Background: an optimization exercise with open tools, aiming at small area. Do not read the settings as production practice.
Where RTL was checked, it was by simulation tests only, not by an equivalence proof against the original.
Power is estimated from default activity; no workload was simulated. The flow treats the clock pin as an ideal source, which a real chip does not have.

## build 42
// tile_pixel_encoder
module tile_pixel_encoder #(
    parameter int TILE_W = 20,
    parameter int TILE_H = 20,
    parameter int DEPTH  = TILE_W * TILE_H,
    parameter int ADDR_W = 9,
    parameter int IDX_W  = 4
) (
    input  logic              Clk,
    input  logic              Reset,
    input  logic              start,
    input  logic              pix_valid,
    input  logic [23:0]       pix_color,
    output logic              pix_ready,
    input  logic [ADDR_W-1:0] read_address,
    output logic [IDX_W-1:0]  output_index,
    output logic              busy,
    output logic              done,
    output logic              err,
    output logic [ADDR_W-1:0] err_addr
);
    typedef enum logic [1:0] {ST_IDLE, ST_LOAD, ST_DONE} state_t;
    localparam int                NUM_PAL = 9;
    localparam int                NWORDS  = DEPTH / 4;
    localparam int                NGRP3   = 32;   
    localparam int                NGRP2   = 2;    
    localparam int                NGRP    = NGRP3 + NGRP2;
    localparam logic [ADDR_W-1:0] LAST    = ADDR_W'(DEPTH - 1);
    localparam logic [24*NUM_PAL-1:0] PAL = {
        24'hE33F00, 24'h756C5F, 24'hAB3A00, 24'hE6570C, 24'hFFC89C,
        24'hFFFFEF, 24'h0A0000, 24'h888173, 24'h800080
    };
    function automatic logic [12:0] enc(input logic [3:0] d0, input logic [3:0] d1,
                                        input logic [3:0] d2, input logic [3:0] d3);
        case ({d3[3], d2[3], d1[3], d0[3]})
            4'b0000: enc = {1'b0, d3[2:0], d2[2:0], d1[2:0], d0[2:0]};
            4'b0001: enc = {4'b1000, d3[2:0], d2[2:0], d1[2:0]};
            4'b0010: enc = {4'b1001, d3[2:0], d2[2:0], d0[2:0]};
            4'b0100: enc = {4'b1010, d3[2:0], d1[2:0], d0[2:0]};
            4'b1000: enc = {4'b1011, d2[2:0], d1[2:0], d0[2:0]};
            4'b0011: enc = {7'b1100011, d3[2:0], d2[2:0]};
            4'b0101: enc = {7'b1100101, d3[2:0], d1[2:0]};
            4'b1001: enc = {7'b1101001, d2[2:0], d1[2:0]};
            4'b0110: enc = {7'b1100110, d3[2:0], d0[2:0]};
            4'b1010: enc = {7'b1101010, d2[2:0], d0[2:0]};
            4'b1100: enc = {7'b1101100, d1[2:0], d0[2:0]};
            4'b0111: enc = {7'b1100111, 3'b000, d3[2:0]};
            4'b1011: enc = {7'b1101011, 3'b000, d2[2:0]};
            4'b1101: enc = {7'b1101101, 3'b000, d1[2:0]};
  ...
Size in the first run: ~3000 cells after synthesis, roughly 54 I/O pins.
Settings: LEC_CHECK=0, CAP_MARGIN=20, CORE_MARGIN=2, CORE_UTILIZATION=70, CTS_BUF_LIST=sky130_fd_sc_hd__clkbuf_16, CTS_CLUSTER_DIAMETER=90, CTS_CLUSTER_SIZE=32, SETUP_SLACK_MARGIN=0.1, SLEW_MARGIN=20, SYNTH_HIERARCHICAL=1, SYNTH_MINIMUM_KEEP_SIZE=0; clock period 5.0 ns.
standard.sh (not shown) runs the stock make flow with config.mk's settings and CLKGATE_MAP_FILE= SYNTH_SCRIPT=/design/flow/synth_recipe.tcl, a recipe that flattens the netlist after the stock synthesis.
==> flow/flow/run.sh <==
#!/bin/bash
# Standard layout, with plain buffers on the ports and no dummy clock loads.
set -euo pipefail
export BUFFER_PORTS_ARGS="-buffer_cell sky130_fd_sc_hd__buf_2"
export CTS_ARGS="-sink_clustering_enable -repair_clock_nets -dont_use_dummy_load -sink_clustering_size 32 -sink_clustering_max_diameter 90 -buf_list sky130_fd_sc_hd__clkbuf_16"
bash standard.sh > standard.log 2>&1
Input changes introduced in trial 47 (baseline for comparison: build 42):
--- a/flow/flow/run.sh
+++ b/flow/flow/run.sh
@@ -5 +5 @@
-export CTS_ARGS="-sink_clustering_enable -repair_clock_nets -dont_use_dummy_load -sink_clustering_size 32 -sink_clustering_max_diameter 90 -buf_list sky130_fd_sc_hd__clkbuf_16"
+export CTS_ARGS="-sink_clustering_enable -repair_clock_nets -dont_use_dummy_load -sink_clustering_size 28 -sink_clustering_max_diameter 80 -buf_list sky130_fd_sc_hd__clkbuf_16"
--- a/flow/config.mk
+++ b/flow/config.mk
@@ -12,2 +12,2 @@
-export CTS_CLUSTER_DIAMETER = 90
-export CTS_CLUSTER_SIZE = 32
+export CTS_CLUSTER_DIAMETER = 80
+export CTS_CLUSTER_SIZE = 28
Results
- Final critical-path required period on trial 47 is up relative to build 42.
- Total inserted antenna cells (trial 47 over build 42): increase, 1
- The class of the most critical setup path comes out reg -> reg in one run and in -> reg in the other, namely in build 42 and trial 47 respectively.
- When trial 47 is measured against build 42, its area added between synthesis and finish turns out 0.38 points higher.
- Re synthesized flop and latch total: no difference whatsoever between build 42 and trial 47.
- Lower final critical-path share of the clock period goes to build 42 over trial 47.
- Cmp build 42 and trial 47 / utilization / lower: build 42
- Summary of trial 47 over build 42: power rose 1.4%, initial antenna violation count went down 1.
Function was not checked in any run of this note: the RTL went through the layout flow alone.


Another version of the RTL of tile_pixel_encoder (not shown whole).
Size in the first run: roughly 1400 flip-flops, roughly 54 I/O pins, about 0.041 mm² of cells after synthesis.
export LEC_CHECK = 0
export CAP_MARGIN = 0
export CORE_MARGIN = 2
export CORE_UTILIZATION = 70
export CTS_BUF_LIST = sky130_fd_sc_hd__clkbuf_16
export CTS_CLUSTER_DIAMETER = 80
export CTS_CLUSTER_SIZE = 28
export SETUP_SLACK_MARGIN = 0.1
export SLEW_MARGIN = 0
export SYNTH_HIERARCHICAL = 1
export SYNTH_MINIMUM_KEEP_SIZE = 0
create_clock -name core_clock -period 5.0 [get_ports {Clk}]
==> flow/flow/run.sh <==
#!/bin/bash
# Standard layout, with plain buffers on the ports and no dummy clock loads.
set -euo pipefail
export BUFFER_PORTS_ARGS="-buffer_cell sky130_fd_sc_hd__buf_1"
export CTS_ARGS="-sink_clustering_enable -repair_clock_nets -dont_use_dummy_load -sink_clustering_size 28 -sink_clustering_max_diameter 80 -buf_list sky130_fd_sc_hd__clkbuf_16"
bash standard.sh > standard.log 2>&1
Then changed:
==> flow/flow/run.sh (replaced) <==
#!/bin/bash
# Standard layout, with plain buffers on the ports and no dummy clock loads.
set -euo pipefail
export BUFFER_PORTS_ARGS="-buffer_cell sky130_fd_sc_hd__buf_1"
export CTS_ARGS="-sink_clustering_enable -repair_clock_nets -dont_use_dummy_load -sink_clustering_size 32 -sink_clustering_max_diameter 90 -buf_list sky130_fd_sc_hd__clkbuf_16"
bash standard.sh > standard.log 2>&1
--- a/flow/config.mk
+++ b/flow/config.mk
@@ -6,12 +6,12 @@
 export NUM_CORES = 4
 export LEC_CHECK = 0
-export CAP_MARGIN = 0
+export CAP_MARGIN = 20
 export CORE_MARGIN = 2
 export CORE_UTILIZATION = 70
 export CTS_BUF_LIST = sky130_fd_sc_hd__clkbuf_16
-export CTS_CLUSTER_DIAMETER = 80
-export CTS_CLUSTER_SIZE = 28
+export CTS_CLUSTER_DIAMETER = 90
+export CTS_CLUSTER_SIZE = 32
 export SETUP_SLACK_MARGIN = 0.1
-export SLEW_MARGIN = 0
+export SLEW_MARGIN = 20
 export SYNTH_HIERARCHICAL = 1
 export SYNTH_MINIMUM_KEEP_SIZE = 0
Outcome:
- hold slack improves by 29 ps
- critical path depth stays the same
- synthesized cell count does not change
- power shrinks by about 1.8%
- area after synthesis is unchanged
- clock skew is lower by 9.5 ps
- wire length came out lower by about 0.46%
- final cell count barely changes


Another version of the RTL of tile_pixel_encoder (not shown whole).
For scale: ~3,000 cells after synthesis, ~54 I/O pins, roughly 0.041 mm² of cells after synthesis.
clock: 5.0 ns
lec_check: 0
cap_margin: 0
core_margin: 2
core_utilization: 73
cts_buf_list: sky130_fd_sc_hd__clkbuf_16
cts_cluster_diameter: 90
cts_cluster_size: 32
setup_slack_margin: 0.1
slew_margin: 0
synth_hierarchical: 1
synth_minimum_keep_size: 0
==> flow/flow/run.sh <==
#!/bin/bash
# Standard layout, with plain buffers on the ports and no dummy clock loads.
set -euo pipefail
export BUFFER_PORTS_ARGS="-buffer_cell sky130_fd_sc_hd__buf_1"
export CTS_ARGS="-sink_clustering_enable -repair_clock_nets -dont_use_dummy_load -sink_clustering_size 32 -sink_clustering_max_diameter 90 -buf_list sky130_fd_sc_hd__clkbuf_16"
bash standard.sh > standard.log 2>&1
The first run finished clean.
==> next run, changes <==
Settings changed: CORE_UTILIZATION 73 to 70.
Maximum frequency is lower slightly.
Final area is about the same.
Combinational power is lower by a few percent.
Setup slack gets worse by 0.078 ns.
Routed wire length is lower slightly.
Register-to-register slack gets better by 0.09 ns.
First-iteration DRC count is lower by a few percent.


Another version of the RTL of tile_pixel_encoder (not shown whole).
Size: roughly 1400 flip-flops, roughly 54 I/O pins.
clock: 5.0 ns
lec_check: 0
cap_margin: 20
core_margin: 2
core_utilization: 70
cts_buf_list: sky130_fd_sc_hd__clkbuf_16
cts_cluster_diameter: 80
cts_cluster_size: 28
slew_margin: 20
synth_hierarchical: 1
synth_minimum_keep_size: 0
==> flow/flow/run.sh <==
#!/bin/bash
# Standard layout, with plain buffers on the ports and no dummy clock loads.
set -euo pipefail
export BUFFER_PORTS_ARGS="-buffer_cell sky130_fd_sc_hd__buf_2"
export CTS_ARGS="-sink_clustering_enable -repair_clock_nets -dont_use_dummy_load -sink_clustering_size 28 -sink_clustering_max_diameter 80 -buf_list sky130_fd_sc_hd__clkbuf_16"
bash standard.sh > standard.log 2>&1
The first run finished but fails on antenna rules.
Edit:
--- a/flow/config.mk
+++ b/flow/config.mk
@@ -13,0 +14 @@
+export SETUP_SLACK_MARGIN = 0.1
Effect:
- The changed run finished but failed the layout checks on antenna rules
- total power does not change
- first-iteration DRC count does not change
- global-route usage does not change
- via count does not change
Function was not checked in any run of this note: the RTL went through the layout flow alone.


Setup of before:
RTL: one of the versions met above, not the one the previous note started from.
Size in the first run: about 3,000 cells after synthesis, about 54 I/O pins, roughly 41,000 um2 of cells after synthesis.
==> flow/config.mk <==
export PLATFORM = sky130hd
export DESIGN_NAME = tile_pixel_encoder
export DESIGN_NICKNAME = tile_pixel_encoder
export VERILOG_FILES = /design/flow/design.v
export SDC_FILE = /design/flow/constraint.sdc
export NUM_CORES = 4
export LEC_CHECK = 0
export CAP_MARGIN = 20
export CORE_MARGIN = 2
export CORE_UTILIZATION = 70
export CTS_BUF_LIST = sky130_fd_sc_hd__clkbuf_16
export CTS_CLUSTER_DIAMETER = 80
export CTS_CLUSTER_SIZE = 28
export SETUP_SLACK_MARGIN = 0.1
export SLEW_MARGIN = 20
export SYNTH_HIERARCHICAL = 1
export SYNTH_MINIMUM_KEEP_SIZE = 0
==> flow/constraint.sdc <==
create_clock -name core_clock -period 5.0 [get_ports {Clk}]
set_input_delay 1.0000 -clock core_clock [delete_from_list [all_inputs] [get_ports {Clk}]]
set_output_delay 1.0000 -clock core_clock [all_outputs]
set_load 0.01 [all_outputs]
==> flow/flow/run.sh <==
#!/bin/bash
# Standard layout, with plain buffers on the ports and no dummy clock loads.
set -euo pipefail
export BUFFER_PORTS_ARGS="-buffer_cell sky130_fd_sc_hd__buf_1"
export CTS_ARGS="-sink_clustering_enable -repair_clock_nets -dont_use_dummy_load -sink_clustering_size 28 -sink_clustering_max_diameter 80 -buf_list sky130_fd_sc_hd__clkbuf_16"
bash standard.sh > standard.log 2>&1
For after, these inputs were changed with respect to before:
Settings: CAP_MARGIN changed from 20 to 0; CTS_CLUSTER_DIAMETER changed from 80 to 90; CTS_CLUSTER_SIZE changed from 28 to 32; SLEW_MARGIN changed from 20 to 0.
==> flow/flow/run.sh <==
#!/bin/bash
# Standard layout, with plain buffers on the ports and no dummy clock loads.
set -euo pipefail
export BUFFER_PORTS_ARGS="-buffer_cell sky130_fd_sc_hd__buf_1"
export CTS_ARGS="-sink_clustering_enable -repair_clock_nets -dont_use_dummy_load -sink_clustering_size 32 -sink_clustering_max_diameter 90 -buf_list sky130_fd_sc_hd__clkbuf_16"
bash standard.sh > standard.log 2>&1
What after reported for clock network power has to be multiplied by 1.06 to get the figure for before. The final worst hold slack on after is in line with that on before. On final core utilization: after sits below before. Comparing before with after, the switching part of the total power came out essentially unchanged. Any difference in HPWL after detailed placement between before and after is small enough to ignore. after vs before, static leakage power went down by 0.63%.


Another version of the RTL of tile_pixel_encoder (not shown whole).
Size in the first run: roughly 2,800 cells after synthesis, roughly 1,400 flip-flops, roughly 54 I/O pins, roughly 0.050 mm^2 of cells after synthesis.
clock: 5.0 ns
lec_check: 0
cap_margin: 20
core_margin: 2
core_utilization: 70
cts_buf_list: sky130_fd_sc_hd__clkbuf_16
cts_cluster_diameter: 90
cts_cluster_size: 32
slew_margin: 20
synth_hierarchical: 1
synth_minimum_keep_size: 0
==> flow/flow/run.sh <==
#!/bin/bash
# Standard layout, with plain buffers on the ports and no dummy clock loads.
set -euo pipefail
export BUFFER_PORTS_ARGS="-buffer_cell sky130_fd_sc_hd__buf_2"
export CTS_ARGS="-sink_clustering_enable -repair_clock_nets -dont_use_dummy_load -sink_clustering_size 32 -sink_clustering_max_diameter 90 -buf_list sky130_fd_sc_hd__clkbuf_16"
bash standard.sh > standard.log 2>&1
The starting point finished with timing, DRC and antenna clean.
Change:
==> flow/flow/run.sh (replaced) <==
#!/bin/bash
# Standard layout, with plain buffers on the ports and no dummy clock loads.
set -euo pipefail
export BUFFER_PORTS_ARGS="-buffer_cell sky130_fd_sc_hd__buf_2"
export CTS_ARGS="-sink_clustering_enable -repair_clock_nets -dont_use_dummy_load -sink_clustering_size 24 -sink_clustering_max_diameter 60 -buf_list sky130_fd_sc_hd__clkbuf_16"
bash standard.sh > standard.log 2>&1
--- a/flow/config.mk
+++ b/flow/config.mk
@@ -8,8 +8,9 @@
 export CAP_MARGIN = 20
 export CORE_MARGIN = 2
-export CORE_UTILIZATION = 70
+export CORE_UTILIZATION = 50
 export CTS_BUF_LIST = sky130_fd_sc_hd__clkbuf_16
-export CTS_CLUSTER_DIAMETER = 90
-export CTS_CLUSTER_SIZE = 32
+export CTS_CLUSTER_DIAMETER = 60
+export CTS_CLUSTER_SIZE = 24
+export GPL_TIMING_DRIVEN = 0
 export SLEW_MARGIN = 20
 export SYNTH_HIERARCHICAL = 1
Register-to-register slack got worse by 0.39 ns.
Sequential share of layout area fell by 2.7 points.
Routed wire length fell by a few percent.
Design area rose by a few percent.
Count of clock-buffer cells in the layout rose by 43.
Change:
--- a/flow/config.mk
+++ b/flow/config.mk
@@ -12,5 +12,4 @@
 export CTS_CLUSTER_DIAMETER = 60
 export CTS_CLUSTER_SIZE = 24
-export GPL_TIMING_DRIVEN = 0
 export SLEW_MARGIN = 20
 export SYNTH_HIERARCHICAL = 1
Outcome: Sequential cell count stays the same. Final cell count barely changes. Clock power goes down by about 2%. Worst hold slack improves by 0.032 ns. Total power falls by 0.76%. Routed wire length grows by 7.4%.


== run A ==
tile_pixel_encoder, a different RTL version from the one above (not shown whole).
Size: ~3000 cells after synthesis, about 1400 flip-flops, ~54 I/O pins.
==> flow/config.mk <==
export PLATFORM = sky130hd
export DESIGN_NAME = tile_pixel_encoder
export DESIGN_NICKNAME = tile_pixel_encoder
export VERILOG_FILES = /design/flow/design.v
export SDC_FILE = /design/flow/constraint.sdc
export NUM_CORES = 4
export LEC_CHECK = 0
export CAP_MARGIN = 20
export CORE_MARGIN = 2
export CORE_UTILIZATION = 70
export CTS_BUF_LIST = sky130_fd_sc_hd__clkbuf_16
export CTS_CLUSTER_DIAMETER = 80
export CTS_CLUSTER_SIZE = 28
export SETUP_SLACK_MARGIN = 0.1
export SLEW_MARGIN = 20
export SYNTH_HIERARCHICAL = 1
export SYNTH_MINIMUM_KEEP_SIZE = 0
==> flow/constraint.sdc <==
create_clock -name core_clock -period 5.0 [get_ports {Clk}]
set_input_delay 1.0000 -clock core_clock [delete_from_list [all_inputs] [get_ports {Clk}]]
set_output_delay 1.0000 -clock core_clock [all_outputs]
set_load 0.01 [all_outputs]
==> flow/flow/run.sh <==
#!/bin/bash
# Standard layout, with plain buffers on the ports and no dummy clock loads.
set -euo pipefail
export BUFFER_PORTS_ARGS="-buffer_cell sky130_fd_sc_hd__buf_2"
export CTS_ARGS="-sink_clustering_enable -repair_clock_nets -dont_use_dummy_load -sink_clustering_size 28 -sink_clustering_max_diameter 80 -buf_list sky130_fd_sc_hd__clkbuf_16"
bash standard.sh > standard.log 2>&1
Relative to run A, the following input files were edited for run B:
--- a/flow/flow/run.sh
+++ b/flow/flow/run.sh
@@ -3,3 +3,3 @@
 set -euo pipefail
-export BUFFER_PORTS_ARGS="-buffer_cell sky130_fd_sc_hd__buf_2"
+export BUFFER_PORTS_ARGS="-buffer_cell sky130_fd_sc_hd__buf_1"
 export CTS_ARGS="-sink_clustering_enable -repair_clock_nets -dont_use_dummy_load -sink_clustering_size 28 -sink_clustering_max_diameter 80 -buf_list sky130_fd_sc_hd__clkbuf_16"
### Flow results
- Diff run A -> run B: finished layout cell area decreased 210 sq um, latest clock arrival within the worst-skew pair held, cell leakage power dropped 1.8%.
- In the reports for run B and run A, the smaller number of nets in the final layout belongs to run B.
- | worst hold margin | higher: run B |

## separate check: timing with driven ports
Ports are ideal in the flow. The routed layouts listed here were re-timed in OpenROAD. Step 1: set_driving_cell puts a clkbuf_16 on Clk and a buf_2 on each other input, an assumption about the parent block. Step 2 times the ports against the registers' clock, not the clock port: input delays grow and output delays shrink by t, the midpoint of the rising clock arrivals with the driver on. Three values: no drivers, after step 1, after step 2; two values: the first two.
| run | shift t [ns] | slack for setup (ns) | latest minus earliest clock arrival (ns) | worst slew at a driven data input, ns |
|---|---|---|---|---|
| build 42 | 0.674 | 0.249 / 0.249 / -0.376 | 0.102 / 0.102 | 0.04 |
| trial 47 | 0.695 | 0.136 / 0.181 / -0.514 | 0.086 / 0.086 | 0.04 |
| the first run of note 2 | 0.691 | 0.223 / 0.254 / -0.437 | 0.074 / 0.075 | 0.04 |
| the second run of note 2 | 0.689 | 0.298 / 0.331 / -0.348 | 0.049 / 0.049 | 0.04 |
| the first run of note 3 | 0.686 | 0.413 / 0.413 / -0.229 | 0.082 / 0.082 | 0.05 |
| the second run of note 3 | 0.693 | 0.336 / 0.372 / -0.321 | 0.094 / 0.094 | 0.04 |
| the first run of note 4 | 0.689 | 0.212 / 0.246 / -0.443 | 0.098 / 0.098 | 0.07 |
| the second run of note 4 | 0.689 | 0.212 / 0.246 / -0.443 | 0.098 / 0.098 | 0.07 |
| before | 0.705 | 0.324 / 0.334 / -0.339 | 0.068 / 0.069 | 0.04 |
| after | 0.687 | 0.299 / 0.332 / -0.355 | 0.058 / 0.058 | 0.04 |
| the first run of note 6 | 0.711 | 0.559 / 0.577 / -0.134 | 0.067 / 0.067 | 0.13 |
| the second run of note 6 | 0.720 | 0.392 / 0.320 / -0.400 | 0.080 / 0.080 | 0.15 |
| the third run of note 6 | 0.720 | 0.651 / 0.651 / 0.060 | 0.102 / 0.103 | 0.11 |
| run A | 0.704 | 0.126 / 0.170 / -0.534 | 0.067 / 0.067 | 0.03 |
| run B | 0.715 | 0.197 / 0.239 / -0.476 | 0.071 / 0.071 | 0.04 |
For the second run of note 6, which loses most, drivers alone change the setup slack by -0.072 ns; drivers and shift together by -0.792 ns.
